From an optimization exercise on the open Yosys and OpenROAD flow, aimed at small area and a short achievable clock period; shortcuts taken in it are not production practice.
No functional check of the RTL was part of any run shown here.
Power is estimated from default activity; no workload was simulated.

## flow/design.v (module list and top-level ports; edited modules follow where they fit)
// module mag_fa: 10 lines
// module fft_mag_sq_frame: 700 lines
module fft_mag_sq_frame
#(
  parameter  int FFT_LEN = 64,
  localparam int IDX_W   = $clog2(FFT_LEN)
) (
  input  logic             aclk,
  input  logic             areset,
  input  logic [31:0]      slave_tdata,
  input  logic             slave_tvalid,
  output logic             slave_tready,
  output logic [31:0]      master_tdata,
  output logic             master_tvalid,
  input  logic             master_tready,
  output logic             master_tlast,
  output logic [IDX_W-1:0] peak_bin,
  output logic [31:0]      peak_mag,
  output logic             peak_valid
);
  // ...
==> flow/run.sh <==
#!/bin/bash
# synth_recipe.tcl (not shown) runs the flow's synth.tcl, then flattens the netlist and writes it again
# the make line also repeats each setting of config.mk as NAME=value (left out here)
make -C /OpenROAD-flow-scripts/flow DESIGN_CONFIG=/design/flow/config.mk WORK_HOME=/design/flow/orfs CLKGATE_MAP_FILE= SYNTH_SCRIPT=/design/flow/synth_recipe.tcl finish
==> flow/config.mk <==
export PLATFORM = sky130hd
export DESIGN_NAME = fft_mag_sq_frame
export DESIGN_NICKNAME = fft_mag_sq_frame
export VERILOG_FILES = /design/flow/design.v
export SDC_FILE = /design/flow/constraint.sdc
export NUM_CORES = 4
export LEC_CHECK = 0
export ABC_CLOCK_PERIOD_IN_PS = 3500
export CAP_MARGIN = 20
export CORE_MARGIN = 2
export CORE_UTILIZATION = 40
export SETUP_SLACK_MARGIN = 3.2
export SLEW_MARGIN = 20
export SYNTH_HIERARCHICAL = 1
export SYNTH_MINIMUM_KEEP_SIZE = 0
==> flow/constraint.sdc <==
create_clock -name core_clock -period 7.0 [get_ports {aclk}]
set_input_delay 1.4000 -clock core_clock [delete_from_list [all_inputs] [get_ports {aclk}]]
set_output_delay 1.4000 -clock core_clock [all_outputs]
set_load 0.01 [all_outputs]
==> flow_metrics.py, run 1 <==
metrics = {
    "worst_hold_path": {
        "worstHoldStart": "s1_valid_r",
    },
    "sta": {
        "worst-slew-pin-transition_ps": 1059,
        "grt_setup_unrepaired": "yes",
        "slew_headroom_pct": 28.74,
        "setup_viol": 0,
    },
    "power_and_ir_drop": {
        "p_int_mw": 5.898,
        "seqPwrFrac_pct": 18.5,
        "sw_frac_of_total_pct": 40.94,
    },
    "yosys": {
        "yosysMostFrequentCell": "nand2_1",
        "synth_top_family_by_area": "adder cells",
        "ys.flop_type": "edfxtp_1",
        "synth_adder_area_share_pct": 33.82,
        "synthXorXnorAreaFrac_pct": 3.664,
        "yosys.area.top_type_share_pct": 36.48,
        "synthMuxAreaShare_pct": 3.158,
        "synth_async_sr_flop_share_pct": 0,
        "postSynthCellCount": 1174,
        "yosysSeqAreaShare_pct": 37.79,
        "synth_area_leaders": "edfxtp_1 (36%), fa_1 (26%), ha_1 (7.3%)",
    },
    "cells_and_area": {
        "clk_share_pct": 3.586,
        "drive_gt1_share_pct": 24.28,
    },
    "grt": {
        "grt_use_met3_pct": 4.685,
        "grt_pass1_vias": 10320,
    },
    "setup_path": {
        "r2r_slack_ps": 2270,
        "slowest_stage": "edfxtp_1",
        "cp_max_fo": 4,
        "startpoint": "s2_row0_r[13]",
        "cpPeakStageDelay_ps": 420,
    },
    "route": {
        "wl_per_cell_um": 19.21,
        "drt_pass1_iterations": 5,
    },
    "place": {
        "place.port_buffers": 109,
        "dp_cells": 1699,
    },
    "die": {
        "coreArea_um2": 34290,
    },
    "cts": {
        "clk_path_buf_depth": 2,
        "cts_resized": 182,
        "h-tree-depth": 4,
        "insertion_delay_ps": 440,
    },
    "status": {
        "status": "no timing/DRC/antenna violations",
    },
}
==> module fft_mag_sq_frame, before the edit <==
module fft_mag_sq_frame
#(
  parameter  int FFT_LEN = 64,
  localparam int IDX_W   = $clog2(FFT_LEN)
) (
  input  logic             aclk,
  input  logic             areset,
  input  logic [31:0]      slave_tdata,
  input  logic             slave_tvalid,
  output logic             slave_tready,
  output logic [31:0]      master_tdata,
  output logic             master_tvalid,
  input  logic             master_tready,
  output logic             master_tlast,
  output logic [IDX_W-1:0] peak_bin,
  output logic [31:0]      peak_mag,
  output logic             peak_valid
);
  localparam logic [IDX_W-1:0] LAST_IDX = IDX_W'(FFT_LEN - 1);
  logic             en_s, hs_s, first_s, last_s, upd_s;
  logic [15:0]      re_s, im_s, re_abs_s, im_abs_s;
  logic [31:0]      row0_s, row1_s, mag_s;
  logic [15:0]      tree_a_s, tree_b_s;
  logic [31:0]      tree_row0_s, tree_row1_s;
  logic             s1_valid_r, s2_valid_r;
  logic [15:0]      s1_re_r, s1_im_r;
  logic [31:0]      s2_row0_r, s2_row1_r;
  logic [IDX_W-1:0] bin_cnt_r;
  logic [31:0]      run_max_r, peak_mag_r;
  logic [IDX_W-1:0] run_bin_r, peak_bin_r;
  logic             peak_valid_r;
  assign en_s         = master_tready;
  assign slave_tready = master_tready;
  assign re_s     = slave_tdata[15:0];
  assign im_s     = slave_tdata[31:16];
  assign re_abs_s = re_s[15] ? (~re_s + 16'd1) : re_s;
  assign im_abs_s = im_s[15] ? (~im_s + 16'd1) : im_s;
  always_ff @(posedge aclk) begin
    if (areset) begin
      s1_valid_r <= 1'b0;
      s2_valid_r <= 1'b0;
    end else if (en_s) begin
      s1_valid_r <= slave_tvalid;
      s2_valid_r <= s1_valid_r;
    end
  end
  always_ff @(posedge aclk) begin
    if (en_s) begin
      s1_re_r   <= re_abs_s;
      s1_im_r   <= im_abs_s;
      s2_row0_r <= row0_s;
      s2_row1_r <= row1_s;
    end
  end
  assign tree_a_s = s1_re_r;
  assign tree_b_s = s1_im_r;
  assign row0_s   = tree_row0_s;
  assign row1_s   = tree_row1_s;
  wire ppa_0_1 = ~(tree_a_s[0] & tree_a_s[1]);
  wire ppa_0_2 = ~(tree_a_s[0] & tree_a_s[2]);
  wire ppa_0_3 = ~(tree_a_s[0] & tree_a_s[3]);
  wire ppa_0_4 = ~(tree_a_s[0] & tree_a_s[4]);
  wire ppa_0_5 = ~(tree_a_s[0] & tree_a_s[5]);
  wire ppa_0_6 = ~(tree_a_s[0] & tree_a_s[6]);
  wire ppa_0_7 = ~(tree_a_s[0] & tree_a_s[7]);
  wire ppa_0_8 = ~(tree_a_s[0] & tree_a_s[8]);
  wire ppa_0_9 = ~(tree_a_s[0] & tree_a_s[9]);
  wire ppa_0_10 = ~(tree_a_s[0] & tree_a_s[10]);
  wire ppa_0_11 = ~(tree_a_s[0] & tree_a_s[11]);
  wire ppa_0_12 = ~(tree_a_s[0] & tree_a_s[12]);
  wire ppa_0_13 = ~(tree_a_s[0] & tree_a_s[13]);
  wire ppa_0_14 = ~(tree_a_s[0] & tree_a_s[14]);
  wire ppa_1_2 = ~(tree_a_s[1] & tree_a_s[2]);
  wire ppa_1_3 = ~(tree_a_s[1] & tree_a_s[3]);
  wire ppa_1_4 = ~(tree_a_s[1] & tree_a_s[4]);
  wire ppa_1_5 = ~(tree_a_s[1] & tree_a_s[5]);
  wire ppa_1_6 = ~(tree_a_s[1] & tree_a_s[6]);
  wire ppa_1_7 = ~(tree_a_s[1] & tree_a_s[7]);
  wire ppa_1_8 = ~(tree_a_s[1] & tree_a_s[8]);
  wire ppa_1_9 = ~(tree_a_s[1] & tree_a_s[9]);
  wire ppa_1_10 = ~(tree_a_s[1] & tree_a_s[10]);
  wire ppa_1_11 = ~(tree_a_s[1] & tree_a_s[11]);
  wire ppa_1_12 = ~(tree_a_s[1] & tree_a_s[12]);
  wire ppa_1_13 = ~(tree_a_s[1] & tree_a_s[13]);
  wire ppa_1_14 = ~(tree_a_s[1] & tree_a_s[14]);
  wire ppa_2_3 = ~(tree_a_s[2] & tree_a_s[3]);
  wire ppa_2_4 = ~(tree_a_s[2] & tree_a_s[4]);
  wire ppa_2_5 = ~(tree_a_s[2] & tree_a_s[5]);
  wire ppa_2_6 = ~(tree_a_s[2] & tree_a_s[6]);
  wire ppa_2_7 = ~(tree_a_s[2] & tree_a_s[7]);
  wire ppa_2_8 = ~(tree_a_s[2] & tree_a_s[8]);
  wire ppa_2_9 = ~(tree_a_s[2] & tree_a_s[9]);
  wire ppa_2_10 = ~(tree_a_s[2] & tree_a_s[10]);
  wire ppa_2_11 = ~(tree_a_s[2] & tree_a_s[11]);
  wire ppa_2_12 = ~(tree_a_s[2] & tree_a_s[12]);
  wire ppa_2_13 = ~(tree_a_s[2] & tree_a_s[13]);
  wire ppa_2_14 = ~(tree_a_s[2] & tree_a_s[14]);
  wire ppa_3_4 = ~(tree_a_s[3] & tree_a_s[4]);
  wire ppa_3_5 = ~(tree_a_s[3] & tree_a_s[5]);
  wire ppa_3_6 = ~(tree_a_s[3] & tree_a_s[6]);
  wire ppa_3_7 = ~(tree_a_s[3] & tree_a_s[7]);
  wire ppa_3_8 = ~(tree_a_s[3] & tree_a_s[8]);
  wire ppa_3_9 = ~(tree_a_s[3] & tree_a_s[9]);
  wire ppa_3_10 = ~(tree_a_s[3] & tree_a_s[10]);
  wire ppa_3_11 = ~(tree_a_s[3] & tree_a_s[11]);
  wire ppa_3_12 = ~(tree_a_s[3] & tree_a_s[12]);
  wire ppa_3_13 = ~(tree_a_s[3] & tree_a_s[13]);
  wire ppa_3_14 = ~(tree_a_s[3] & tree_a_s[14]);
  wire ppa_4_5 = ~(tree_a_s[4] & tree_a_s[5]);
  wire ppa_4_6 = ~(tree_a_s[4] & tree_a_s[6]);
  wire ppa_4_7 = ~(tree_a_s[4] & tree_a_s[7]);
  wire ppa_4_8 = ~(tree_a_s[4] & tree_a_s[8]);
  wire ppa_4_9 = ~(tree_a_s[4] & tree_a_s[9]);
  wire ppa_4_10 = ~(tree_a_s[4] & tree_a_s[10]);
  wire ppa_4_11 = ~(tree_a_s[4] & tree_a_s[11]);
  wire ppa_4_12 = ~(tree_a_s[4] & tree_a_s[12]);
  wire ppa_4_13 = ~(tree_a_s[4] & tree_a_s[13]);
  wire ppa_4_14 = ~(tree_a_s[4] & tree_a_s[14]);
  wire ppa_5_6 = ~(tree_a_s[5] & tree_a_s[6]);
  wire ppa_5_7 = ~(tree_a_s[5] & tree_a_s[7]);
  wire ppa_5_8 = ~(tree_a_s[5] & tree_a_s[8]);
  wire ppa_5_9 = ~(tree_a_s[5] & tree_a_s[9]);
  wire ppa_5_10 = ~(tree_a_s[5] & tree_a_s[10]);
  wire ppa_5_11 = ~(tree_a_s[5] & tree_a_s[11]);
  wire ppa_5_12 = ~(tree_a_s[5] & tree_a_s[12]);
  wire ppa_5_13 = ~(tree_a_s[5] & tree_a_s[13]);
  wire ppa_5_14 = ~(tree_a_s[5] & tree_a_s[14]);
  wire ppa_6_7 = ~(tree_a_s[6] & tree_a_s[7]);
  wire ppa_6_8 = ~(tree_a_s[6] & tree_a_s[8]);
  wire ppa_6_9 = ~(tree_a_s[6] & tree_a_s[9]);
  wire ppa_6_10 = ~(tree_a_s[6] & tree_a_s[10]);
  wire ppa_6_11 = ~(tree_a_s[6] & tree_a_s[11]);
  wire ppa_6_12 = ~(tree_a_s[6] & tree_a_s[12]);
  wire ppa_6_13 = ~(tree_a_s[6] & tree_a_s[13]);
  wire ppa_6_14 = ~(tree_a_s[6] & tree_a_s[14]);
  wire ppa_7_8 = ~(tree_a_s[7] & tree_a_s[8]);
  wire ppa_7_9 = ~(tree_a_s[7] & tree_a_s[9]);
  wire ppa_7_10 = ~(tree_a_s[7] & tree_a_s[10]);
  wire ppa_7_11 = ~(tree_a_s[7] & tree_a_s[11]);
  wire ppa_7_12 = ~(tree_a_s[7] & tree_a_s[12]);
  wire ppa_7_13 = ~(tree_a_s[7] & tree_a_s[13]);
  wire ppa_7_14 = ~(tree_a_s[7] & tree_a_s[14]);
  wire ppa_8_9 = ~(tree_a_s[8] & tree_a_s[9]);
  wire ppa_8_10 = ~(tree_a_s[8] & tree_a_s[10]);
  wire ppa_8_11 = ~(tree_a_s[8] & tree_a_s[11]);
  wire ppa_8_12 = ~(tree_a_s[8] & tree_a_s[12]);
  wire ppa_8_13 = ~(tree_a_s[8] & tree_a_s[13]);
  wire ppa_8_14 = ~(tree_a_s[8] & tree_a_s[14]);
  wire ppa_9_10 = ~(tree_a_s[9] & tree_a_s[10]);
  wire ppa_9_11 = ~(tree_a_s[9] & tree_a_s[11]);
  wire ppa_9_12 = ~(tree_a_s[9] & tree_a_s[12]);
  wire ppa_9_13 = ~(tree_a_s[9] & tree_a_s[13]);
  wire ppa_9_14 = ~(tree_a_s[9] & tree_a_s[14]);
  wire ppa_10_11 = ~(tree_a_s[10] & tree_a_s[11]);
  wire ppa_10_12 = ~(tree_a_s[10] & tree_a_s[12]);
  wire ppa_10_13 = ~(tree_a_s[10] & tree_a_s[13]);
  wire ppa_10_14 = ~(tree_a_s[10] & tree_a_s[14]);
  wire ppa_11_12 = ~(tree_a_s[11] & tree_a_s[12]);
  wire ppa_11_13 = ~(tree_a_s[11] & tree_a_s[13]);
  wire ppa_11_14 = ~(tree_a_s[11] & tree_a_s[14]);
  wire ppa_12_13 = ~(tree_a_s[12] & tree_a_s[13]);
  wire ppa_12_14 = ~(tree_a_s[12] & tree_a_s[14]);
  wire ppa_13_14 = ~(tree_a_s[13] & tree_a_s[14]);
  wire ppb_0_1 = ~(tree_b_s[0] & tree_b_s[1]);
  wire ppb_0_2 = ~(tree_b_s[0] & tree_b_s[2]);
  wire ppb_0_3 = ~(tree_b_s[0] & tree_b_s[3]);
  wire ppb_0_4 = ~(tree_b_s[0] & tree_b_s[4]);
  wire ppb_0_5 = ~(tree_b_s[0] & tree_b_s[5]);
  wire ppb_0_6 = ~(tree_b_s[0] & tree_b_s[6]);
  wire ppb_0_7 = ~(tree_b_s[0] & tree_b_s[7]);
  wire ppb_0_8 = ~(tree_b_s[0] & tree_b_s[8]);
  wire ppb_0_9 = ~(tree_b_s[0] & tree_b_s[9]);
  wire ppb_0_10 = ~(tree_b_s[0] & tree_b_s[10]);
  wire ppb_0_11 = ~(tree_b_s[0] & tree_b_s[11]);
  wire ppb_0_12 = ~(tree_b_s[0] & tree_b_s[12]);
  wire ppb_0_13 = ~(tree_b_s[0] & tree_b_s[13]);
  wire ppb_0_14 = ~(tree_b_s[0] & tree_b_s[14]);
  wire ppb_1_2 = ~(tree_b_s[1] & tree_b_s[2]);
  wire ppb_1_3 = ~(tree_b_s[1] & tree_b_s[3]);
  wire ppb_1_4 = ~(tree_b_s[1] & tree_b_s[4]);
  wire ppb_1_5 = ~(tree_b_s[1] & tree_b_s[5]);
  wire ppb_1_6 = ~(tree_b_s[1] & tree_b_s[6]);
  wire ppb_1_7 = ~(tree_b_s[1] & tree_b_s[7]);
  wire ppb_1_8 = ~(tree_b_s[1] & tree_b_s[8]);
  wire ppb_1_9 = ~(tree_b_s[1] & tree_b_s[9]);
  wire ppb_1_10 = ~(tree_b_s[1] & tree_b_s[10]);
  wire ppb_1_11 = ~(tree_b_s[1] & tree_b_s[11]);
  wire ppb_1_12 = ~(tree_b_s[1] & tree_b_s[12]);
  wire ppb_1_13 = ~(tree_b_s[1] & tree_b_s[13]);
  wire ppb_1_14 = ~(tree_b_s[1] & tree_b_s[14]);
  wire ppb_2_3 = ~(tree_b_s[2] & tree_b_s[3]);
  wire ppb_2_4 = ~(tree_b_s[2] & tree_b_s[4]);
  wire ppb_2_5 = ~(tree_b_s[2] & tree_b_s[5]);
  wire ppb_2_6 = ~(tree_b_s[2] & tree_b_s[6]);
  wire ppb_2_7 = ~(tree_b_s[2] & tree_b_s[7]);
  wire ppb_2_8 = ~(tree_b_s[2] & tree_b_s[8]);
  wire ppb_2_9 = ~(tree_b_s[2] & tree_b_s[9]);
  wire ppb_2_10 = ~(tree_b_s[2] & tree_b_s[10]);
  wire ppb_2_11 = ~(tree_b_s[2] & tree_b_s[11]);
  wire ppb_2_12 = ~(tree_b_s[2] & tree_b_s[12]);
  wire ppb_2_13 = ~(tree_b_s[2] & tree_b_s[13]);
  wire ppb_2_14 = ~(tree_b_s[2] & tree_b_s[14]);
  wire ppb_3_4 = ~(tree_b_s[3] & tree_b_s[4]);
  wire ppb_3_5 = ~(tree_b_s[3] & tree_b_s[5]);
  wire ppb_3_6 = ~(tree_b_s[3] & tree_b_s[6]);
  wire ppb_3_7 = ~(tree_b_s[3] & tree_b_s[7]);
  wire ppb_3_8 = ~(tree_b_s[3] & tree_b_s[8]);
  wire ppb_3_9 = ~(tree_b_s[3] & tree_b_s[9]);
  wire ppb_3_10 = ~(tree_b_s[3] & tree_b_s[10]);
  wire ppb_3_11 = ~(tree_b_s[3] & tree_b_s[11]);
  wire ppb_3_12 = ~(tree_b_s[3] & tree_b_s[12]);
  wire ppb_3_13 = ~(tree_b_s[3] & tree_b_s[13]);
  wire ppb_3_14 = ~(tree_b_s[3] & tree_b_s[14]);
  wire ppb_4_5 = ~(tree_b_s[4] & tree_b_s[5]);
  wire ppb_4_6 = ~(tree_b_s[4] & tree_b_s[6]);
  wire ppb_4_7 = ~(tree_b_s[4] & tree_b_s[7]);
  wire ppb_4_8 = ~(tree_b_s[4] & tree_b_s[8]);
  wire ppb_4_9 = ~(tree_b_s[4] & tree_b_s[9]);
  wire ppb_4_10 = ~(tree_b_s[4] & tree_b_s[10]);
  wire ppb_4_11 = ~(tree_b_s[4] & tree_b_s[11]);
  wire ppb_4_12 = ~(tree_b_s[4] & tree_b_s[12]);
  wire ppb_4_13 = ~(tree_b_s[4] & tree_b_s[13]);
  wire ppb_4_14 = ~(tree_b_s[4] & tree_b_s[14]);
  wire ppb_5_6 = ~(tree_b_s[5] & tree_b_s[6]);
  wire ppb_5_7 = ~(tree_b_s[5] & tree_b_s[7]);
  wire ppb_5_8 = ~(tree_b_s[5] & tree_b_s[8]);
  wire ppb_5_9 = ~(tree_b_s[5] & tree_b_s[9]);
  wire ppb_5_10 = ~(tree_b_s[5] & tree_b_s[10]);
  wire ppb_5_11 = ~(tree_b_s[5] & tree_b_s[11]);
  wire ppb_5_12 = ~(tree_b_s[5] & tree_b_s[12]);
  wire ppb_5_13 = ~(tree_b_s[5] & tree_b_s[13]);
  wire ppb_5_14 = ~(tree_b_s[5] & tree_b_s[14]);
  wire ppb_6_7 = ~(tree_b_s[6] & tree_b_s[7]);
  wire ppb_6_8 = ~(tree_b_s[6] & tree_b_s[8]);
  wire ppb_6_9 = ~(tree_b_s[6] & tree_b_s[9]);
  wire ppb_6_10 = ~(tree_b_s[6] & tree_b_s[10]);
  wire ppb_6_11 = ~(tree_b_s[6] & tree_b_s[11]);
  wire ppb_6_12 = ~(tree_b_s[6] & tree_b_s[12]);
  wire ppb_6_13 = ~(tree_b_s[6] & tree_b_s[13]);
  wire ppb_6_14 = ~(tree_b_s[6] & tree_b_s[14]);
  wire ppb_7_8 = ~(tree_b_s[7] & tree_b_s[8]);
  wire ppb_7_9 = ~(tree_b_s[7] & tree_b_s[9]);
  wire ppb_7_10 = ~(tree_b_s[7] & tree_b_s[10]);
  wire ppb_7_11 = ~(tree_b_s[7] & tree_b_s[11]);
  wire ppb_7_12 = ~(tree_b_s[7] & tree_b_s[12]);
  wire ppb_7_13 = ~(tree_b_s[7] & tree_b_s[13]);
  wire ppb_7_14 = ~(tree_b_s[7] & tree_b_s[14]);
  wire ppb_8_9 = ~(tree_b_s[8] & tree_b_s[9]);
  wire ppb_8_10 = ~(tree_b_s[8] & tree_b_s[10]);
  wire ppb_8_11 = ~(tree_b_s[8] & tree_b_s[11]);
  wire ppb_8_12 = ~(tree_b_s[8] & tree_b_s[12]);
  wire ppb_8_13 = ~(tree_b_s[8] & tree_b_s[13]);
  wire ppb_8_14 = ~(tree_b_s[8] & tree_b_s[14]);
  wire ppb_9_10 = ~(tree_b_s[9] & tree_b_s[10]);
  wire ppb_9_11 = ~(tree_b_s[9] & tree_b_s[11]);
  wire ppb_9_12 = ~(tree_b_s[9] & tree_b_s[12]);
  wire ppb_9_13 = ~(tree_b_s[9] & tree_b_s[13]);
  wire ppb_9_14 = ~(tree_b_s[9] & tree_b_s[14]);
  wire ppb_10_11 = ~(tree_b_s[10] & tree_b_s[11]);
  wire ppb_10_12 = ~(tree_b_s[10] & tree_b_s[12]);
  wire ppb_10_13 = ~(tree_b_s[10] & tree_b_s[13]);
  wire ppb_10_14 = ~(tree_b_s[10] & tree_b_s[14]);
  wire ppb_11_12 = ~(tree_b_s[11] & tree_b_s[12]);
  wire ppb_11_13 = ~(tree_b_s[11] & tree_b_s[13]);
  wire ppb_11_14 = ~(tree_b_s[11] & tree_b_s[14]);
  wire ppb_12_13 = ~(tree_b_s[12] & tree_b_s[13]);
  wire ppb_12_14 = ~(tree_b_s[12] & tree_b_s[14]);
  wire ppb_13_14 = ~(tree_b_s[13] & tree_b_s[14]);
  wire ha0_s = ~(~tree_a_s[6] ^ ~tree_b_s[6]);
  wire ha0_c = ~tree_a_s[6] | ~tree_b_s[6];
  wire fa1_s, fa1_c;
  mag_fa u_fa1 (.a(~tree_a_s[7]), .b(~tree_b_s[7]), .c(ppa_0_13), .s(fa1_s), .co(fa1_c));
  wire ha2_s = ~(ppa_1_12 ^ ppa_2_11);
  wire ha2_c = ppa_1_12 | ppa_2_11;
  wire fa3_s, fa3_c;
  mag_fa u_fa3 (.a(ppa_0_14), .b(ppa_1_13), .c(ppa_2_12), .s(fa3_s), .co(fa3_c));
  wire ha4_s = ~(ppa_3_11 ^ ppa_4_10);
  wire ha4_c = ppa_3_11 | ppa_4_10;
  wire fa5_s, fa5_c;
  mag_fa u_fa5 (.a(~tree_a_s[8]), .b(~tree_b_s[8]), .c(ppa_1_14), .s(fa5_s), .co(fa5_c));
  wire fa6_s, fa6_c;
  mag_fa u_fa6 (.a(ppa_2_13), .b(ppa_3_12), .c(ppa_4_11), .s(fa6_s), .co(fa6_c));
  wire ha7_s = ~(ppa_5_10 ^ ppa_6_9);
  wire ha7_c = ppa_5_10 | ppa_6_9;
  wire fa8_s, fa8_c;
  mag_fa u_fa8 (.a(ppa_2_14), .b(ppa_3_13), .c(ppa_4_12), .s(fa8_s), .co(fa8_c));
  wire fa9_s, fa9_c;
  mag_fa u_fa9 (.a(~tree_a_s[9]), .b(~tree_b_s[9]), .c(ppa_3_14), .s(fa9_s), .co(fa9_c));
  wire ha10_s = ~(~tree_a_s[4] ^ ~tree_b_s[4]);
  wire ha10_c = ~tree_a_s[4] | ~tree_b_s[4];
  wire fa11_s, fa11_c;
  mag_fa u_fa11 (.a(~tree_a_s[5]), .b(~tree_b_s[5]), .c(ppa_0_9), .s(fa11_s), .co(fa11_c));
  wire ha12_s = ~(ppa_1_8 ^ ppa_2_7);
  wire ha12_c = ppa_1_8 | ppa_2_7;
  wire fa13_s, fa13_c;
  mag_fa u_fa13 (.a(ppa_0_10), .b(ppa_1_9), .c(ppa_2_8), .s(fa13_s), .co(fa13_c));
  wire ha14_s = ~(ppa_3_7 ^ ppa_4_6);
  wire ha14_c = ppa_3_7 | ppa_4_6;
  wire fa15_s, fa15_c;
  mag_fa u_fa15 (.a(ppa_0_11), .b(ppa_1_10), .c(ppa_2_9), .s(fa15_s), .co(fa15_c));
  wire fa16_s, fa16_c;
  mag_fa u_fa16 (.a(ppa_3_8), .b(ppa_4_7), .c(ppa_5_6), .s(fa16_s), .co(fa16_c));
  wire fa17_s, fa17_c;
  mag_fa u_fa17 (.a(ppb_0_11), .b(ppb_1_10), .c(ppb_2_9), .s(fa17_s), .co(fa17_c));
  wire fa18_s, fa18_c;
  mag_fa u_fa18 (.a(ppa_0_12), .b(ppa_1_11), .c(ppa_2_10), .s(fa18_s), .co(fa18_c));
  wire fa19_s, fa19_c;
  mag_fa u_fa19 (.a(ppa_3_9), .b(ppa_4_8), .c(ppa_5_7), .s(fa19_s), .co(fa19_c));
  wire fa20_s, fa20_c;
  mag_fa u_fa20 (.a(ppb_0_12), .b(ppb_1_11), .c(ppb_2_10), .s(fa20_s), .co(fa20_c));
  wire ha21_s = ~(ppb_3_9 ^ ppb_4_8);
  wire ha21_c = ppb_3_9 | ppb_4_8;
  wire fa22_s, fa22_c;
  mag_fa u_fa22 (.a(ppa_3_10), .b(ppa_4_9), .c(ppa_5_8), .s(fa22_s), .co(fa22_c));
  wire fa23_s, fa23_c;
  mag_fa u_fa23 (.a(ppa_6_7), .b(ppb_0_13), .c(ppb_1_12), .s(fa23_s), .co(fa23_c));
  wire fa24_s, fa24_c;
  mag_fa u_fa24 (.a(ppb_2_11), .b(ppb_3_10), .c(ppb_4_9), .s(fa24_s), .co(fa24_c));
  wire fa25_s, fa25_c;
  mag_fa u_fa25 (.a(ppb_5_8), .b(ppb_6_7), .c(ha2_s), .s(fa25_s), .co(fa25_c));
  wire fa26_s, fa26_c;
  mag_fa u_fa26 (.a(ppa_5_9), .b(ppa_6_8), .c(ppb_0_14), .s(fa26_s), .co(fa26_c));
  wire fa27_s, fa27_c;
  mag_fa u_fa27 (.a(ppb_1_13), .b(ppb_2_12), .c(ppb_3_11), .s(fa27_s), .co(fa27_c));
  wire fa28_s, fa28_c;
  mag_fa u_fa28 (.a(ppb_4_10), .b(ppb_5_9), .c(ppb_6_8), .s(fa28_s), .co(fa28_c));
  wire fa29_s, fa29_c;
  mag_fa u_fa29 (.a(ha2_c), .b(ha4_s), .c(fa1_c), .s(fa29_s), .co(fa29_c));
  wire fa30_s, fa30_c;
  mag_fa u_fa30 (.a(ppa_7_8), .b(ppb_1_14), .c(ppb_2_13), .s(fa30_s), .co(fa30_c));
  wire fa31_s, fa31_c;
  mag_fa u_fa31 (.a(ppb_3_12), .b(ppb_4_11), .c(ppb_5_10), .s(fa31_s), .co(fa31_c));
  wire fa32_s, fa32_c;
  mag_fa u_fa32 (.a(ppb_6_9), .b(ppb_7_8), .c(ha4_c), .s(fa32_s), .co(fa32_c));
  wire fa33_s, fa33_c;
  mag_fa u_fa33 (.a(ha7_s), .b(fa3_c), .c(fa5_s), .s(fa33_s), .co(fa33_c));
  wire fa34_s, fa34_c;
  mag_fa u_fa34 (.a(ppa_5_11), .b(ppa_6_10), .c(ppa_7_9), .s(fa34_s), .co(fa34_c));
  wire fa35_s, fa35_c;
  mag_fa u_fa35 (.a(ppb_2_14), .b(ppb_3_13), .c(ppb_4_12), .s(fa35_s), .co(fa35_c));
  wire fa36_s, fa36_c;
  mag_fa u_fa36 (.a(ppb_5_11), .b(ppb_6_10), .c(ppb_7_9), .s(fa36_s), .co(fa36_c));
  wire fa37_s, fa37_c;
  mag_fa u_fa37 (.a(ha7_c), .b(fa5_c), .c(fa6_c), .s(fa37_s), .co(fa37_c));
  wire fa38_s, fa38_c;
  mag_fa u_fa38 (.a(ppa_4_13), .b(ppa_5_12), .c(ppa_6_11), .s(fa38_s), .co(fa38_c));
  wire fa39_s, fa39_c;
  mag_fa u_fa39 (.a(ppa_7_10), .b(ppa_8_9), .c(ppb_3_14), .s(fa39_s), .co(fa39_c));
  wire fa40_s, fa40_c;
  mag_fa u_fa40 (.a(ppb_4_13), .b(ppb_5_12), .c(ppb_6_11), .s(fa40_s), .co(fa40_c));
  wire fa41_s, fa41_c;
  mag_fa u_fa41 (.a(ppb_7_10), .b(ppb_8_9), .c(fa8_c), .s(fa41_s), .co(fa41_c));
  wire fa42_s, fa42_c;
  mag_fa u_fa42 (.a(ppa_4_14), .b(ppa_5_13), .c(ppa_6_12), .s(fa42_s), .co(fa42_c));
  wire fa43_s, fa43_c;
  mag_fa u_fa43 (.a(ppa_7_11), .b(ppa_8_10), .c(ppb_4_14), .s(fa43_s), .co(fa43_c));
  wire fa44_s, fa44_c;
  mag_fa u_fa44 (.a(ppb_5_13), .b(ppb_6_12), .c(ppb_7_11), .s(fa44_s), .co(fa44_c));
  wire fa45_s, fa45_c;
  mag_fa u_fa45 (.a(~tree_a_s[10]), .b(~tree_b_s[10]), .c(ppa_5_14), .s(fa45_s), .co(fa45_c));
  wire fa46_s, fa46_c;
  mag_fa u_fa46 (.a(ppa_6_13), .b(ppa_7_12), .c(ppa_8_11), .s(fa46_s), .co(fa46_c));
  wire fa47_s, fa47_c;
  mag_fa u_fa47 (.a(ppa_9_10), .b(ppb_5_14), .c(ppb_6_13), .s(fa47_s), .co(fa47_c));
  wire fa48_s, fa48_c;
  mag_fa u_fa48 (.a(ppa_6_14), .b(ppa_7_13), .c(ppa_8_12), .s(fa48_s), .co(fa48_c));
  wire fa49_s, fa49_c;
  mag_fa u_fa49 (.a(~tree_a_s[11]), .b(~tree_b_s[11]), .c(ppa_7_14), .s(fa49_s), .co(fa49_c));
  wire fa50_s, fa50_c;
  mag_fa u_fa50 (.a(~tree_a_s[3]), .b(~tree_b_s[3]), .c(ppa_0_5), .s(fa50_s), .co(fa50_c));
  wire ha51_s = ~(ppa_0_6 ^ ppa_1_5);
  wire ha51_c = ppa_0_6 | ppa_1_5;
  wire fa52_s, fa52_c;
  mag_fa u_fa52 (.a(ppa_0_7), .b(ppa_1_6), .c(ppa_2_5), .s(fa52_s), .co(fa52_c));
  wire fa53_s, fa53_c;
  mag_fa u_fa53 (.a(ppa_3_4), .b(ppb_0_7), .c(ppb_1_6), .s(fa53_s), .co(fa53_c));
  wire fa54_s, fa54_c;
  mag_fa u_fa54 (.a(ppa_0_8), .b(ppa_1_7), .c(ppa_2_6), .s(fa54_s), .co(fa54_c));
  wire fa55_s, fa55_c;
  mag_fa u_fa55 (.a(ppa_3_5), .b(ppb_0_8), .c(ppb_1_7), .s(fa55_s), .co(fa55_c));
  wire ha56_s = ~(ppb_2_6 ^ ppb_3_5);
  wire ha56_c = ppb_2_6 | ppb_3_5;
  wire fa57_s, fa57_c;
  mag_fa u_fa57 (.a(ppa_3_6), .b(ppa_4_5), .c(ppb_0_9), .s(fa57_s), .co(fa57_c));
  wire fa58_s, fa58_c;
  mag_fa u_fa58 (.a(ppb_1_8), .b(ppb_2_7), .c(ppb_3_6), .s(fa58_s), .co(fa58_c));
  wire fa59_s, fa59_c;
  mag_fa u_fa59 (.a(ppb_4_5), .b(ha12_s), .c(fa11_s), .s(fa59_s), .co(fa59_c));
  wire fa60_s, fa60_c;
  mag_fa u_fa60 (.a(ppb_0_10), .b(ppb_1_9), .c(ppb_2_8), .s(fa60_s), .co(fa60_c));
  wire fa61_s, fa61_c;
  mag_fa u_fa61 (.a(ppb_3_7), .b(ppb_4_6), .c(ha12_c), .s(fa61_s), .co(fa61_c));
  wire fa62_s, fa62_c;
  mag_fa u_fa62 (.a(ha14_s), .b(fa11_c), .c(fa13_s), .s(fa62_s), .co(fa62_c));
  wire fa63_s, fa63_c;
  mag_fa u_fa63 (.a(ppb_3_8), .b(ppb_4_7), .c(ppb_5_6), .s(fa63_s), .co(fa63_c));
  wire fa64_s, fa64_c;
  mag_fa u_fa64 (.a(ha0_s), .b(ha14_c), .c(fa13_c), .s(fa64_s), .co(fa64_c));
  wire fa65_s, fa65_c;
  mag_fa u_fa65 (.a(fa15_s), .b(fa16_s), .c(fa17_s), .s(fa65_s), .co(fa65_c));
  wire fa66_s, fa66_c;
  mag_fa u_fa66 (.a(ppb_5_7), .b(ha0_c), .c(ha21_s), .s(fa66_s), .co(fa66_c));
  wire fa67_s, fa67_c;
  mag_fa u_fa67 (.a(fa15_c), .b(fa16_c), .c(fa17_c), .s(fa67_s), .co(fa67_c));
  wire fa68_s, fa68_c;
  mag_fa u_fa68 (.a(fa18_s), .b(fa19_s), .c(fa20_s), .s(fa68_s), .co(fa68_c));
  wire fa69_s, fa69_c;
  mag_fa u_fa69 (.a(ha21_c), .b(fa18_c), .c(fa19_c), .s(fa69_s), .co(fa69_c));
  wire fa70_s, fa70_c;
  mag_fa u_fa70 (.a(fa20_c), .b(fa22_s), .c(fa23_s), .s(fa70_s), .co(fa70_c));
  wire fa71_s, fa71_c;
  mag_fa u_fa71 (.a(fa24_s), .b(fa1_s), .c(fa25_s), .s(fa71_s), .co(fa71_c));
  wire fa72_s, fa72_c;
  mag_fa u_fa72 (.a(fa22_c), .b(fa23_c), .c(fa24_c), .s(fa72_s), .co(fa72_c));
  wire fa73_s, fa73_c;
  mag_fa u_fa73 (.a(fa26_s), .b(fa27_s), .c(fa28_s), .s(fa73_s), .co(fa73_c));
  wire fa74_s, fa74_c;
  mag_fa u_fa74 (.a(fa3_s), .b(fa25_c), .c(fa29_s), .s(fa74_s), .co(fa74_c));
  wire fa75_s, fa75_c;
  mag_fa u_fa75 (.a(fa26_c), .b(fa27_c), .c(fa28_c), .s(fa75_s), .co(fa75_c));
  wire fa76_s, fa76_c;
  mag_fa u_fa76 (.a(fa30_s), .b(fa31_s), .c(fa6_s), .s(fa76_s), .co(fa76_c));
  wire fa77_s, fa77_c;
  mag_fa u_fa77 (.a(fa32_s), .b(fa29_c), .c(fa33_s), .s(fa77_s), .co(fa77_c));
  wire fa78_s, fa78_c;
  mag_fa u_fa78 (.a(fa30_c), .b(fa31_c), .c(fa34_s), .s(fa78_s), .co(fa78_c));
  wire fa79_s, fa79_c;
  mag_fa u_fa79 (.a(fa35_s), .b(fa36_s), .c(fa8_s), .s(fa79_s), .co(fa79_c));
  wire fa80_s, fa80_c;
  mag_fa u_fa80 (.a(fa32_c), .b(fa37_s), .c(fa33_c), .s(fa80_s), .co(fa80_c));
  wire fa81_s, fa81_c;
  mag_fa u_fa81 (.a(fa34_c), .b(fa35_c), .c(fa36_c), .s(fa81_s), .co(fa81_c));
  wire fa82_s, fa82_c;
  mag_fa u_fa82 (.a(fa38_s), .b(fa39_s), .c(fa40_s), .s(fa82_s), .co(fa82_c));
  wire fa83_s, fa83_c;
  mag_fa u_fa83 (.a(fa9_s), .b(fa37_c), .c(fa41_s), .s(fa83_s), .co(fa83_c));
  wire fa84_s, fa84_c;
  mag_fa u_fa84 (.a(ppb_8_10), .b(fa9_c), .c(fa38_c), .s(fa84_s), .co(fa84_c));
  wire fa85_s, fa85_c;
  mag_fa u_fa85 (.a(fa39_c), .b(fa40_c), .c(fa42_s), .s(fa85_s), .co(fa85_c));
  wire fa86_s, fa86_c;
  mag_fa u_fa86 (.a(fa43_s), .b(fa44_s), .c(fa41_c), .s(fa86_s), .co(fa86_c));
  wire fa87_s, fa87_c;
  mag_fa u_fa87 (.a(ppb_7_12), .b(ppb_8_11), .c(ppb_9_10), .s(fa87_s), .co(fa87_c));
  wire fa88_s, fa88_c;
  mag_fa u_fa88 (.a(fa42_c), .b(fa43_c), .c(fa44_c), .s(fa88_s), .co(fa88_c));
  wire fa89_s, fa89_c;
  mag_fa u_fa89 (.a(fa45_s), .b(fa46_s), .c(fa47_s), .s(fa89_s), .co(fa89_c));
  wire fa90_s, fa90_c;
  mag_fa u_fa90 (.a(ppa_9_11), .b(ppb_6_14), .c(ppb_7_13), .s(fa90_s), .co(fa90_c));
  wire fa91_s, fa91_c;
  mag_fa u_fa91 (.a(ppb_8_12), .b(ppb_9_11), .c(fa45_c), .s(fa91_s), .co(fa91_c));
  wire fa92_s, fa92_c;
  mag_fa u_fa92 (.a(fa46_c), .b(fa47_c), .c(fa48_s), .s(fa92_s), .co(fa92_c));
  wire fa93_s, fa93_c;
  mag_fa u_fa93 (.a(ppa_8_13), .b(ppa_9_12), .c(ppa_10_11), .s(fa93_s), .co(fa93_c));
  wire fa94_s, fa94_c;
  mag_fa u_fa94 (.a(ppb_7_14), .b(ppb_8_13), .c(ppb_9_12), .s(fa94_s), .co(fa94_c));
  wire fa95_s, fa95_c;
  mag_fa u_fa95 (.a(ppb_10_11), .b(fa48_c), .c(fa49_s), .s(fa95_s), .co(fa95_c));
  wire fa96_s, fa96_c;
  mag_fa u_fa96 (.a(ppa_8_14), .b(ppa_9_13), .c(ppa_10_12), .s(fa96_s), .co(fa96_c));
  wire fa97_s, fa97_c;
  mag_fa u_fa97 (.a(ppb_8_14), .b(ppb_9_13), .c(ppb_10_12), .s(fa97_s), .co(fa97_c));
  wire fa98_s, fa98_c;
  mag_fa u_fa98 (.a(~tree_a_s[12]), .b(~tree_b_s[12]), .c(ppa_9_14), .s(fa98_s), .co(fa98_c));
  wire fa99_s, fa99_c;
  mag_fa u_fa99 (.a(ppa_10_13), .b(ppa_11_12), .c(ppb_9_14), .s(fa99_s), .co(fa99_c));
  wire fa100_s, fa100_c;
  mag_fa u_fa100 (.a(~tree_a_s[2]), .b(~tree_b_s[2]), .c(ppa_0_3), .s(fa100_s), .co(fa100_c));
  wire ha101_s = ~(ppa_0_4 ^ ppa_1_3);
  wire ha101_c = ppa_0_4 | ppa_1_3;
  wire fa102_s, fa102_c;
  mag_fa u_fa102 (.a(ppa_1_4), .b(ppa_2_3), .c(ppb_0_5), .s(fa102_s), .co(fa102_c));
  wire ha103_s = ~(ppb_1_4 ^ ppb_2_3);
  wire ha103_c = ppb_1_4 | ppb_2_3;
  wire fa104_s, fa104_c;
  mag_fa u_fa104 (.a(ppa_2_4), .b(ppb_0_6), .c(ppb_1_5), .s(fa104_s), .co(fa104_c));
  wire fa105_s, fa105_c;
  mag_fa u_fa105 (.a(ppb_2_4), .b(ha51_s), .c(fa50_c), .s(fa105_s), .co(fa105_c));
  wire fa106_s, fa106_c;
  mag_fa u_fa106 (.a(ppb_2_5), .b(ppb_3_4), .c(ha10_s), .s(fa106_s), .co(fa106_c));
  wire fa107_s, fa107_c;
  mag_fa u_fa107 (.a(ha51_c), .b(fa52_s), .c(fa53_s), .s(fa107_s), .co(fa107_c));
  wire fa108_s, fa108_c;
  mag_fa u_fa108 (.a(ha10_c), .b(ha56_s), .c(fa52_c), .s(fa108_s), .co(fa108_c));
  wire fa109_s, fa109_c;
  mag_fa u_fa109 (.a(fa53_c), .b(fa54_s), .c(fa55_s), .s(fa109_s), .co(fa109_c));
  wire fa110_s, fa110_c;
  mag_fa u_fa110 (.a(ha56_c), .b(fa54_c), .c(fa55_c), .s(fa110_s), .co(fa110_c));
  wire fa111_s, fa111_c;
  mag_fa u_fa111 (.a(fa57_s), .b(fa58_s), .c(fa59_s), .s(fa111_s), .co(fa111_c));
  wire fa112_s, fa112_c;
  mag_fa u_fa112 (.a(fa57_c), .b(fa58_c), .c(fa60_s), .s(fa112_s), .co(fa112_c));
  wire fa113_s, fa113_c;
  mag_fa u_fa113 (.a(fa61_s), .b(fa59_c), .c(fa62_s), .s(fa113_s), .co(fa113_c));
  wire fa114_s, fa114_c;
  mag_fa u_fa114 (.a(fa60_c), .b(fa63_s), .c(fa61_c), .s(fa114_s), .co(fa114_c));
  wire fa115_s, fa115_c;
  mag_fa u_fa115 (.a(fa64_s), .b(fa62_c), .c(fa65_s), .s(fa115_s), .co(fa115_c));
  wire fa116_s, fa116_c;
  mag_fa u_fa116 (.a(fa63_c), .b(fa66_s), .c(fa64_c), .s(fa116_s), .co(fa116_c));
  wire fa117_s, fa117_c;
  mag_fa u_fa117 (.a(fa67_s), .b(fa65_c), .c(fa68_s), .s(fa117_s), .co(fa117_c));
  wire fa118_s, fa118_c;
  mag_fa u_fa118 (.a(fa66_c), .b(fa67_c), .c(fa69_s), .s(fa118_s), .co(fa118_c));
  wire fa119_s, fa119_c;
  mag_fa u_fa119 (.a(fa68_c), .b(fa70_s), .c(fa71_s), .s(fa119_s), .co(fa119_c));
  wire fa120_s, fa120_c;
  mag_fa u_fa120 (.a(fa69_c), .b(fa72_s), .c(fa70_c), .s(fa120_s), .co(fa120_c));
  wire fa121_s, fa121_c;
  mag_fa u_fa121 (.a(fa73_s), .b(fa71_c), .c(fa74_s), .s(fa121_s), .co(fa121_c));
  wire fa122_s, fa122_c;
  mag_fa u_fa122 (.a(fa72_c), .b(fa75_s), .c(fa73_c), .s(fa122_s), .co(fa122_c));
  wire fa123_s, fa123_c;
  mag_fa u_fa123 (.a(fa76_s), .b(fa74_c), .c(fa77_s), .s(fa123_s), .co(fa123_c));
  wire fa124_s, fa124_c;
  mag_fa u_fa124 (.a(fa75_c), .b(fa76_c), .c(fa78_s), .s(fa124_s), .co(fa124_c));
  wire fa125_s, fa125_c;
  mag_fa u_fa125 (.a(fa79_s), .b(fa77_c), .c(fa80_s), .s(fa125_s), .co(fa125_c));
  wire fa126_s, fa126_c;
  mag_fa u_fa126 (.a(fa81_s), .b(fa78_c), .c(fa79_c), .s(fa126_s), .co(fa126_c));
  wire fa127_s, fa127_c;
  mag_fa u_fa127 (.a(fa82_s), .b(fa80_c), .c(fa83_s), .s(fa127_s), .co(fa127_c));
  wire fa128_s, fa128_c;
  mag_fa u_fa128 (.a(fa81_c), .b(fa84_s), .c(fa82_c), .s(fa128_s), .co(fa128_c));
  wire fa129_s, fa129_c;
  mag_fa u_fa129 (.a(fa85_s), .b(fa86_s), .c(fa83_c), .s(fa129_s), .co(fa129_c));
  wire fa130_s, fa130_c;
  mag_fa u_fa130 (.a(fa87_s), .b(fa84_c), .c(fa88_s), .s(fa130_s), .co(fa130_c));
  wire fa131_s, fa131_c;
  mag_fa u_fa131 (.a(fa85_c), .b(fa89_s), .c(fa86_c), .s(fa131_s), .co(fa131_c));
  wire fa132_s, fa132_c;
  mag_fa u_fa132 (.a(fa87_c), .b(fa90_s), .c(fa88_c), .s(fa132_s), .co(fa132_c));
  wire fa133_s, fa133_c;
  mag_fa u_fa133 (.a(fa91_s), .b(fa89_c), .c(fa92_s), .s(fa133_s), .co(fa133_c));
  wire fa134_s, fa134_c;
  mag_fa u_fa134 (.a(fa90_c), .b(fa93_s), .c(fa94_s), .s(fa134_s), .co(fa134_c));
  wire fa135_s, fa135_c;
  mag_fa u_fa135 (.a(fa91_c), .b(fa92_c), .c(fa95_s), .s(fa135_s), .co(fa135_c));
  wire fa136_s, fa136_c;
  mag_fa u_fa136 (.a(fa49_c), .b(fa93_c), .c(fa94_c), .s(fa136_s), .co(fa136_c));
  wire fa137_s, fa137_c;
  mag_fa u_fa137 (.a(fa96_s), .b(fa97_s), .c(fa95_c), .s(fa137_s), .co(fa137_c));
  wire fa138_s, fa138_c;
  mag_fa u_fa138 (.a(ppb_10_13), .b(ppb_11_12), .c(fa96_c), .s(fa138_s), .co(fa138_c));
  wire fa139_s, fa139_c;
  mag_fa u_fa139 (.a(fa97_c), .b(fa98_s), .c(fa99_s), .s(fa139_s), .co(fa139_c));
  wire fa140_s, fa140_c;
  mag_fa u_fa140 (.a(ppa_10_14), .b(ppa_11_13), .c(ppb_10_14), .s(fa140_s), .co(fa140_c));
  wire fa141_s, fa141_c;
  mag_fa u_fa141 (.a(ppb_11_13), .b(fa98_c), .c(fa99_c), .s(fa141_s), .co(fa141_c));
  wire fa142_s, fa142_c;
  mag_fa u_fa142 (.a(~tree_a_s[13]), .b(~tree_b_s[13]), .c(ppa_11_14), .s(fa142_s), .co(fa142_c));
  wire fa143_s, fa143_c;
  mag_fa u_fa143 (.a(ppa_12_13), .b(ppb_11_14), .c(ppb_12_13), .s(fa143_s), .co(fa143_c));
  wire ha144_s = ~(~tree_a_s[1] ^ ~tree_b_s[1]);
  wire ha144_c = ~tree_a_s[1] | ~tree_b_s[1];
  wire ha145_s = ~(ppa_1_2 ^ ppb_0_3);
  wire ha145_c = ppa_1_2 | ppb_0_3;
  wire fa146_s, fa146_c;
  mag_fa u_fa146 (.a(ppb_0_4), .b(ppb_1_3), .c(ha101_s), .s(fa146_s), .co(fa146_c));
  wire fa147_s, fa147_c;
  mag_fa u_fa147 (.a(ha101_c), .b(ha103_s), .c(fa102_s), .s(fa147_s), .co(fa147_c));
  wire fa148_s, fa148_c;
  mag_fa u_fa148 (.a(ha103_c), .b(fa102_c), .c(fa104_s), .s(fa148_s), .co(fa148_c));
  wire fa149_s, fa149_c;
  mag_fa u_fa149 (.a(fa104_c), .b(fa106_s), .c(fa105_c), .s(fa149_s), .co(fa149_c));
  wire fa150_s, fa150_c;
  mag_fa u_fa150 (.a(fa106_c), .b(fa108_s), .c(fa107_c), .s(fa150_s), .co(fa150_c));
  wire fa151_s, fa151_c;
  mag_fa u_fa151 (.a(fa108_c), .b(fa110_s), .c(fa109_c), .s(fa151_s), .co(fa151_c));
  wire fa152_s, fa152_c;
  mag_fa u_fa152 (.a(fa110_c), .b(fa112_s), .c(fa111_c), .s(fa152_s), .co(fa152_c));
  wire fa153_s, fa153_c;
  mag_fa u_fa153 (.a(fa112_c), .b(fa114_s), .c(fa113_c), .s(fa153_s), .co(fa153_c));
  wire fa154_s, fa154_c;
  mag_fa u_fa154 (.a(fa114_c), .b(fa116_s), .c(fa115_c), .s(fa154_s), .co(fa154_c));
  wire fa155_s, fa155_c;
  mag_fa u_fa155 (.a(fa116_c), .b(fa117_c), .c(fa118_s), .s(fa155_s), .co(fa155_c));
  wire fa156_s, fa156_c;
  mag_fa u_fa156 (.a(fa118_c), .b(fa120_s), .c(fa119_c), .s(fa156_s), .co(fa156_c));
  wire fa157_s, fa157_c;
  mag_fa u_fa157 (.a(fa120_c), .b(fa122_s), .c(fa121_c), .s(fa157_s), .co(fa157_c));
  wire fa158_s, fa158_c;
  mag_fa u_fa158 (.a(fa122_c), .b(fa124_s), .c(fa125_s), .s(fa158_s), .co(fa158_c));
  wire fa159_s, fa159_c;
  mag_fa u_fa159 (.a(fa124_c), .b(fa126_s), .c(fa125_c), .s(fa159_s), .co(fa159_c));
  wire fa160_s, fa160_c;
  mag_fa u_fa160 (.a(fa126_c), .b(fa128_s), .c(fa129_s), .s(fa160_s), .co(fa160_c));
  wire fa161_s, fa161_c;
  mag_fa u_fa161 (.a(fa128_c), .b(fa130_s), .c(fa131_s), .s(fa161_s), .co(fa161_c));
  wire fa162_s, fa162_c;
  mag_fa u_fa162 (.a(fa132_s), .b(fa130_c), .c(fa133_s), .s(fa162_s), .co(fa162_c));
  wire fa163_s, fa163_c;
  mag_fa u_fa163 (.a(fa134_s), .b(fa132_c), .c(fa133_c), .s(fa163_s), .co(fa163_c));
  wire fa164_s, fa164_c;
  mag_fa u_fa164 (.a(fa136_s), .b(fa134_c), .c(fa135_c), .s(fa164_s), .co(fa164_c));
  wire fa165_s, fa165_c;
  mag_fa u_fa165 (.a(fa136_c), .b(fa138_s), .c(fa139_s), .s(fa165_s), .co(fa165_c));
  wire fa166_s, fa166_c;
  mag_fa u_fa166 (.a(fa140_s), .b(fa138_c), .c(fa141_s), .s(fa166_s), .co(fa166_c));
  wire fa167_s, fa167_c;
  mag_fa u_fa167 (.a(fa140_c), .b(fa142_s), .c(fa143_s), .s(fa167_s), .co(fa167_c));
  wire fa168_s, fa168_c;
  mag_fa u_fa168 (.a(ppa_12_14), .b(ppb_12_14), .c(fa142_c), .s(fa168_s), .co(fa168_c));
  wire fa169_s, fa169_c;
  mag_fa u_fa169 (.a(~tree_a_s[14]), .b(~tree_b_s[14]), .c(ppa_13_14), .s(fa169_s), .co(fa169_c));
  wire ha170_s = ~(ppa_0_1 ^ ppb_0_1);
  wire ha170_c = ppa_0_1 | ppb_0_1;
  wire fa171_s, fa171_c;
  mag_fa u_fa171 (.a(ppa_0_2), .b(ppb_0_2), .c(ha144_c), .s(fa171_s), .co(fa171_c));
  wire fa172_s, fa172_c;
  mag_fa u_fa172 (.a(ppb_1_2), .b(ha145_s), .c(fa100_s), .s(fa172_s), .co(fa172_c));
  wire fa173_s, fa173_c;
  mag_fa u_fa173 (.a(ha145_c), .b(fa100_c), .c(fa146_s), .s(fa173_s), .co(fa173_c));
  wire fa174_s, fa174_c;
  mag_fa u_fa174 (.a(fa50_s), .b(fa146_c), .c(fa147_s), .s(fa174_s), .co(fa174_c));
  wire fa175_s, fa175_c;
  mag_fa u_fa175 (.a(fa105_s), .b(fa147_c), .c(fa148_s), .s(fa175_s), .co(fa175_c));
  wire fa176_s, fa176_c;
  mag_fa u_fa176 (.a(fa148_c), .b(fa107_s), .c(fa149_s), .s(fa176_s), .co(fa176_c));
  wire fa177_s, fa177_c;
  mag_fa u_fa177 (.a(fa109_s), .b(fa149_c), .c(fa150_s), .s(fa177_s), .co(fa177_c));
  wire fa178_s, fa178_c;
  mag_fa u_fa178 (.a(fa150_c), .b(fa151_s), .c(fa111_s), .s(fa178_s), .co(fa178_c));
  wire fa179_s, fa179_c;
  mag_fa u_fa179 (.a(fa151_c), .b(fa113_s), .c(fa152_s), .s(fa179_s), .co(fa179_c));
  wire fa180_s, fa180_c;
  mag_fa u_fa180 (.a(fa115_s), .b(fa152_c), .c(fa153_s), .s(fa180_s), .co(fa180_c));
  wire fa181_s, fa181_c;
  mag_fa u_fa181 (.a(fa117_s), .b(fa153_c), .c(fa154_s), .s(fa181_s), .co(fa181_c));
  wire fa182_s, fa182_c;
  mag_fa u_fa182 (.a(fa119_s), .b(fa154_c), .c(fa155_s), .s(fa182_s), .co(fa182_c));
  wire fa183_s, fa183_c;
  mag_fa u_fa183 (.a(fa155_c), .b(fa121_s), .c(fa156_s), .s(fa183_s), .co(fa183_c));
  wire fa184_s, fa184_c;
  mag_fa u_fa184 (.a(fa123_s), .b(fa156_c), .c(fa157_s), .s(fa184_s), .co(fa184_c));
  wire fa185_s, fa185_c;
  mag_fa u_fa185 (.a(fa123_c), .b(fa157_c), .c(fa158_s), .s(fa185_s), .co(fa185_c));
  wire fa186_s, fa186_c;
  mag_fa u_fa186 (.a(fa127_s), .b(fa158_c), .c(fa159_s), .s(fa186_s), .co(fa186_c));
  wire fa187_s, fa187_c;
  mag_fa u_fa187 (.a(fa127_c), .b(fa159_c), .c(fa160_s), .s(fa187_s), .co(fa187_c));
  wire fa188_s, fa188_c;
  mag_fa u_fa188 (.a(fa129_c), .b(fa161_s), .c(fa160_c), .s(fa188_s), .co(fa188_c));
  wire fa189_s, fa189_c;
  mag_fa u_fa189 (.a(fa131_c), .b(fa162_s), .c(fa161_c), .s(fa189_s), .co(fa189_c));
  wire fa190_s, fa190_c;
  mag_fa u_fa190 (.a(fa135_s), .b(fa163_s), .c(fa162_c), .s(fa190_s), .co(fa190_c));
  wire fa191_s, fa191_c;
  mag_fa u_fa191 (.a(fa137_s), .b(fa163_c), .c(fa164_s), .s(fa191_s), .co(fa191_c));
  wire fa192_s, fa192_c;
  mag_fa u_fa192 (.a(fa137_c), .b(fa165_s), .c(fa164_c), .s(fa192_s), .co(fa192_c));
  wire fa193_s, fa193_c;
  mag_fa u_fa193 (.a(fa139_c), .b(fa165_c), .c(fa166_s), .s(fa193_s), .co(fa193_c));
  wire fa194_s, fa194_c;
  mag_fa u_fa194 (.a(fa141_c), .b(fa167_s), .c(fa166_c), .s(fa194_s), .co(fa194_c));
  wire fa195_s, fa195_c;
  mag_fa u_fa195 (.a(fa143_c), .b(fa168_s), .c(fa167_c), .s(fa195_s), .co(fa195_c));
  wire fa196_s, fa196_c;
  mag_fa u_fa196 (.a(ppb_13_14), .b(fa169_s), .c(fa168_c), .s(fa196_s), .co(fa196_c));
  assign tree_row0_s = {1'b1, ~tree_a_s[15], fa169_c, fa196_s, fa195_s, fa194_s, fa193_s, fa192_s, fa191_s, fa190_s, fa189_s, fa188_s, fa187_s, fa186_s, fa185_s, fa184_s, fa183_s, fa182_s, fa181_s, fa180_s, fa179_s, fa178_s, fa177_s, fa176_s, fa175_s, fa174_s, fa173_s, fa172_s, fa171_s, ha170_s, 1'b1, ~tree_a_s[0]};
  assign tree_row1_s = {1'b1, ~tree_b_s[15], fa196_c, fa195_c, fa194_c, fa193_c, fa192_c, fa191_c, fa190_c, fa189_c, fa188_c, fa187_c, fa186_c, fa185_c, fa184_c, fa183_c, fa182_c, fa181_c, fa180_c, fa179_c, fa178_c, fa177_c, fa176_c, fa175_c, fa174_c, fa173_c, fa172_c, fa171_c, ha170_c, ha144_s, 1'b1, ~tree_b_s[0]};
  assign mag_s = ~(s2_row0_r + s2_row1_r + 32'd1);
  assign hs_s    = s2_valid_r && master_tready;
  assign first_s = (bin_cnt_r == {IDX_W{1'b0}});
  assign last_s  = (bin_cnt_r == LAST_IDX);
  always_ff @(posedge aclk) begin
    if (areset) begin
      bin_cnt_r <= {IDX_W{1'b0}};
    end else if (hs_s) begin
      bin_cnt_r <= bin_cnt_r + IDX_W'(1);
    end
  end
  assign upd_s = first_s || (mag_s > run_max_r);
  always_ff @(posedge aclk) begin
    if (hs_s && upd_s) begin
      run_max_r <= mag_s;
      run_bin_r <= bin_cnt_r;
    end
    if (hs_s && last_s) begin
      peak_mag_r <= upd_s ? mag_s : run_max_r;
      peak_bin_r <= upd_s ? bin_cnt_r : run_bin_r;
    end
  end
  always_ff @(posedge aclk) begin
    if (areset) begin
      peak_valid_r <= 1'b0;
    end else begin
      peak_valid_r <= hs_s && last_s;
    end
  end
  assign master_tvalid = s2_valid_r;
  assign master_tdata  = mag_s;
  assign master_tlast  = last_s;
  assign peak_bin      = peak_bin_r;
  assign peak_mag      = peak_mag_r;
  assign peak_valid    = peak_valid_r;
endmodule
==> run 2: changes to the inputs <==
--- a/flow/design.v
+++ b/flow/design.v
@@ -32,12 +32,12 @@
   localparam logic [IDX_W-1:0] LAST_IDX = IDX_W'(FFT_LEN - 1);
   logic             en_s, hs_s, first_s, last_s, upd_s;
   logic [15:0]      re_s, im_s, re_abs_s, im_abs_s;
-  logic [31:0]      row0_s, row1_s, mag_s;
+  logic [31:0]      row0_s, row1_s, sum_s, mag_s;
   logic [15:0]      tree_a_s, tree_b_s;
   logic [31:0]      tree_row0_s, tree_row1_s;
-  logic             s1_valid_r, s2_valid_r;
+  logic             s1_valid_r, s2_valid_r, s3_valid_r;
   logic [15:0]      s1_re_r, s1_im_r;
-  logic [31:0]      s2_row0_r, s2_row1_r;
+  logic [31:0]      s2_row0_r, s2_row1_r, s3_mag_r;
   logic [IDX_W-1:0] bin_cnt_r;
   logic [31:0]      run_max_r, peak_mag_r;
   logic [IDX_W-1:0] run_bin_r, peak_bin_r;
@@ -52,9 +52,11 @@
     if (areset) begin
       s1_valid_r <= 1'b0;
       s2_valid_r <= 1'b0;
+      s3_valid_r <= 1'b0;
     end else if (en_s) begin
       s1_valid_r <= slave_tvalid;
       s2_valid_r <= s1_valid_r;
+      s3_valid_r <= s2_valid_r;
     end
   end
   always_ff @(posedge aclk) begin
@@ -63,6 +65,7 @@
       s1_im_r   <= im_abs_s;
       s2_row0_r <= row0_s;
       s2_row1_r <= row1_s;
+      s3_mag_r  <= sum_s;
     end
   end
   assign tree_a_s = s1_re_r;
@@ -675,8 +678,9 @@
   mag_fa u_fa196 (.a(ppb_13_14), .b(fa169_s), .c(fa168_c), .s(fa196_s), .co(fa196_c));
   assign tree_row0_s = {1'b1, ~tree_a_s[15], fa169_c, fa196_s, fa195_s, fa194_s, fa193_s, fa192_s, fa191_s, fa190_s, fa189_s, fa188_s, fa187_s, fa186_s, fa185_s, fa184_s, fa183_s, fa182_s, fa181_s, fa180_s, fa179_s, fa178_s, fa177_s, fa176_s, fa175_s, fa174_s, fa173_s, fa172_s, fa171_s, ha170_s, 1'b1, ~tree_a_s[0]};
   assign tree_row1_s = {1'b1, ~tree_b_s[15], fa196_c, fa195_c, fa194_c, fa193_c, fa192_c, fa191_c, fa190_c, fa189_c, fa188_c, fa187_c, fa186_c, fa185_c, fa184_c, fa183_c, fa182_c, fa181_c, fa180_c, fa179_c, fa178_c, fa177_c, fa176_c, fa175_c, fa174_c, fa173_c, fa172_c, fa171_c, ha170_c, ha144_s, 1'b1, ~tree_b_s[0]};
-  assign mag_s = ~(s2_row0_r + s2_row1_r + 32'd1);
-  assign hs_s    = s2_valid_r && master_tready;
+  assign sum_s = ~(s2_row0_r + s2_row1_r + 32'd1);
+  assign mag_s = s3_mag_r;
+  assign hs_s    = s3_valid_r && master_tready;
   assign first_s = (bin_cnt_r == {IDX_W{1'b0}});
   assign last_s  = (bin_cnt_r == LAST_IDX);
   always_ff @(posedge aclk) begin
@@ -704,7 +708,7 @@
       peak_valid_r <= hs_s && last_s;
     end
   end
-  assign master_tvalid = s2_valid_r;
+  assign master_tvalid = s3_valid_r;
   assign master_tdata  = mag_s;
   assign master_tlast  = last_s;
   assign peak_bin      = peak_bin_r;
==> flow_metrics.py, run 2 <==
metrics = {
    "cts": {
        "insertion_delay_ps": 530,
        "cts_resized": 0,
        "clk_pin_slew_ps": 60,
        "numCtsBuffers": 25,
        "clk_path_buf_depth": 3,
        "h-tree-depth": 1,
        "cts_sinks": 210,
        "cts_root_buf": "clkbuf_16",
        "cts_tree": "built",
    },
    "sta": {
        "timing_hold_violations_final": 0,
        "slew_headroom_pct": 43.02,
        "setup_viol": 0,
        "fin_tns_setup_ps": 0,
        "setup_ws_ps": 3254,
        "finalCritPeriodShare_pct": 53.51,
        "finClkSkew_ps": 9.566,
        "worst-slew-pin-transition_ps": 852.9,
        "slew_viol_final": 0,
        "grt_setup_unrepaired": "no",
        "fin_crit_ps": 3746,
        "fmax_mhz": 267.0,
    },
    "cells_and_area": {
        "final_common_cell": "nand2_1",
        "drive_gt1_share_pct": 9.460,
        "top_regs": "peak_mag_r (32), run_max_r (32), s3_mag_r (32)",
        "final_nets": 1782,
        "fin_cells": 2019,
        "final_cell_area_um2": 18620,
        "synthToLayoutAreaGrowth_pct": 18.68,
        "final_cell_mix": "nand2_1 (288), edfxtp_1 (200), fa_1 (183), inv_1 (111), clkdlybuf4s50_1 (108)",
        "antennaDiodeCount": 0,
    },
    "route": {
        "wirelength_um": 36170,
        "vias": 10640,
        "wl_per_cell_um": 17.91,
        "viasPerCell": 5.268,
        "ant_nets": 0,
        "drt_iter0_drc": 674,
        "drc": 0,
        "drt_pass1_iterations": 6,
    },
    "power_and_ir_drop": {
        "ir_worst_vdd_uv": 233.6,
        "pwr_density_cell_nw_per_um2": 413.2,
        "static-leakage-power_nw": 6.818,
    },
    "yosys": {
        "yosys.area.top_type": "edfxtp_1",
        "avgSynthCellArea_um2": 11.65,
        "yosys.area.top_type_share_pct": 38.29,
        "synth_warnings": 7,
        "synth_async_sr_flop_share_pct": 0,
        "synth_edf_count": 200,
        "postSynthCellCount": 1347,
        "yosysSeqAreaShare_pct": 39.56,
        "synthTopCellsByCount": "nand2_1 (288), edfxtp_1 (200), fa_1 (183), inv_1 (111), ha_1 (81)",
        "synth.distinct_cells": 64,
        "synth_area_leaders": "edfxtp_1 (38%), fa_1 (23%), nand2_1 (6.9%)",
        "ys.flop_type": "edfxtp_1",
        "netlist_area_um2": 15690,
        "yosysMostFrequentCell": "nand2_1",
        "ys_ff_latch": 210,
        "synth_nets": 1647,
    },
    "die": {
        "die_w_um": 202.0,
        "row_count": 72,
        "io_pins": 110,
        "die_area_um2": 40820,
        "start_util_pct": 40.59,
        "die_h_um": 202.0,
        "coreArea_um2": 38650,
    },
    "setup_path": {
        "crit_chain": "nand2_1, fa_1, fa_1, fa_1, fa_1, fa_1",
        "startpoint_type": "flip-flop",
        "crit_path_end_kind": "flip-flop",
        "path_delay_family": "adder cells",
        "slowest_stage": "edfxtp_1",
        "cp_max_fo": 14,
        "cp_data_arrival_time_ps": 4020,
        "cp_common_cell": "fa_1",
        "crit_type": "reg2reg",
        "path_buf_inv": 0,
        "cp.required_ps": 7270,
        "cpPeakStageDelay_ps": 780,
    },
    "worst_hold_path": {
        "min_path_type": "reg2reg",
    },
    "place": {
        "gp_congestion": 0.8765,
        "dpl_cell_area_um2": 17230,
        "dp_cells": 1916,
        "place.port_buffers": 109,
        "pre_cts_ws_ps": 2998,
        "dp.final_hpwl_um": 26640,
    },
    "job": {
        "drv_cap": 0,
    },
    "status": {
        "status": "no timing/DRC/antenna violations",
    },
    "grt": {
        "grt_pass1_vias": 10810,
        "grt_max_degree": 67,
        "grt_overflow": 0,
        "antenna_found_initial": 0,
        "track_usage_pct": 18.03,
        "grt_first_pass_wirelength_um": 58320,
    },
}
-- run 2: report_power, final --
group          switching, mW  internal (mW)
logic                   2.30           1.81
registers              0.220           2.00
clock network          0.513          0.842
total                   3.04           4.65
-- run 2: per-layer routing --
metal  share of wire (%)  vias to the layer above  track usage [%]
met2                  47                      392            29.52
met5                   0                        -                0
met1                  44                     5212            24.79
met3                 7.0                       50            3.047
li1                    -                     4983                -
met4                 2.3                        0            5.147
-- run 2: what timing repair did --
action                     in CTS  in global routing
gates cloned                    0                  0
hold buffers                    0                  0
setup buffers                  25                 32
setup endpoints to repair       7                 16
-- run 2: stage by stage --
| step | util (%) | power (mW) | hold slack (ps) |
|---|---|---|---|
| finish | 48.17 | 7.692 | 495.8 |
| global route | 48.17 | 8.353 | 512.0 |
| CTS | 47.32 | 7.686 | 497.7 |
| detailed placement | 44.58 | 6.288 | 480.4 |
| global placement | 44.58 | 6.182 | 477.7 |
| floorplan | - | 5.046 | 453.4 |
-- run 2: worst reg2reg max path, delay by kind of cell, from the launching register on --
family        cells  cell delay (ps)
flops             1              780
simple gates      1              170
fa+ha+maj         5             2540
-- run 2: path summary, 6_finish.rpt --
kind | from | endpoint | slack (ps) | cells past startpoint
setup / recovery | s1_im_r[0] | s2_row0_r[14] | 3250 | 6
hold / removal | bin_cnt_r[4] | run_bin_r[4] | 500 | 0
setup reg to reg | s1_im_r[0] | s2_row0_r[14] | 3250 | 6
hold reg to reg | bin_cnt_r[4] | run_bin_r[4] | 500 | 0
-- run 2: kinds of logic after synthesis --
family,share of synthesized area (%)
simple gates,11.42
xor+xnor,2.903
flops,39.56
fa+ha+maj,29.82
buf+inv,4.523
compound gates,11.20
mux,0.5743
-- run 2: modules after synthesis (local to each module, per instance) --
| module | flip-flops and latches | cell area, um2 |
|---|---|---|
| fft_mag_sq_frame | 210 | 12040 |
| mag_fa | 0 | 20.02 |
-- run 2: layout make-up --
type / count / area, um2
fillers: 3477 / 20030
multi-input cells: 958 / 8795
flip-flops and latches: 210 / 6206
repair buffers: 176 / 1679
clock buffers: 34 / 732.0
well taps: 518 / 648.1
inverters: 111 / 416.7
clock inverters: 12 / 140.1

-- what the ideal ports hide --
The flow's constraints put no driver on any port. The routed layouts listed below were extracted and timed again, unchanged, in two steps.
Step 1, drivers: a clkbuf_16 drives aclk and a buf_2 each remaining input, both assumed.
Step 2 times the ports against the registers' clock, not the clock port: input delays grow and output delays shrink by t, the midpoint of the rising clock arrivals with the driver on.
Three values: ideal, step 1, step 2; two values: the first two.
| run | t (ns) | setup slack, ns | worst setup path at the end | slew at the worst register clock pin (ns) | cell pins on the clock port's net |
|---|---|---|---|---|---|
| run 1 | 0.483 | 2.275 / 2.275 / 2.275 | register to register | 0.07 / 0.07 | 1 |
| run 2 | 0.587 | 3.254 / 3.254 / 3.248 | input to register | 0.06 / 0.06 | 1 |
After both steps every run listed still meets setup and hold. For run 2, which loses most, drivers alone change the setup slack by 0.000 ns; drivers and shift together by -0.006 ns.
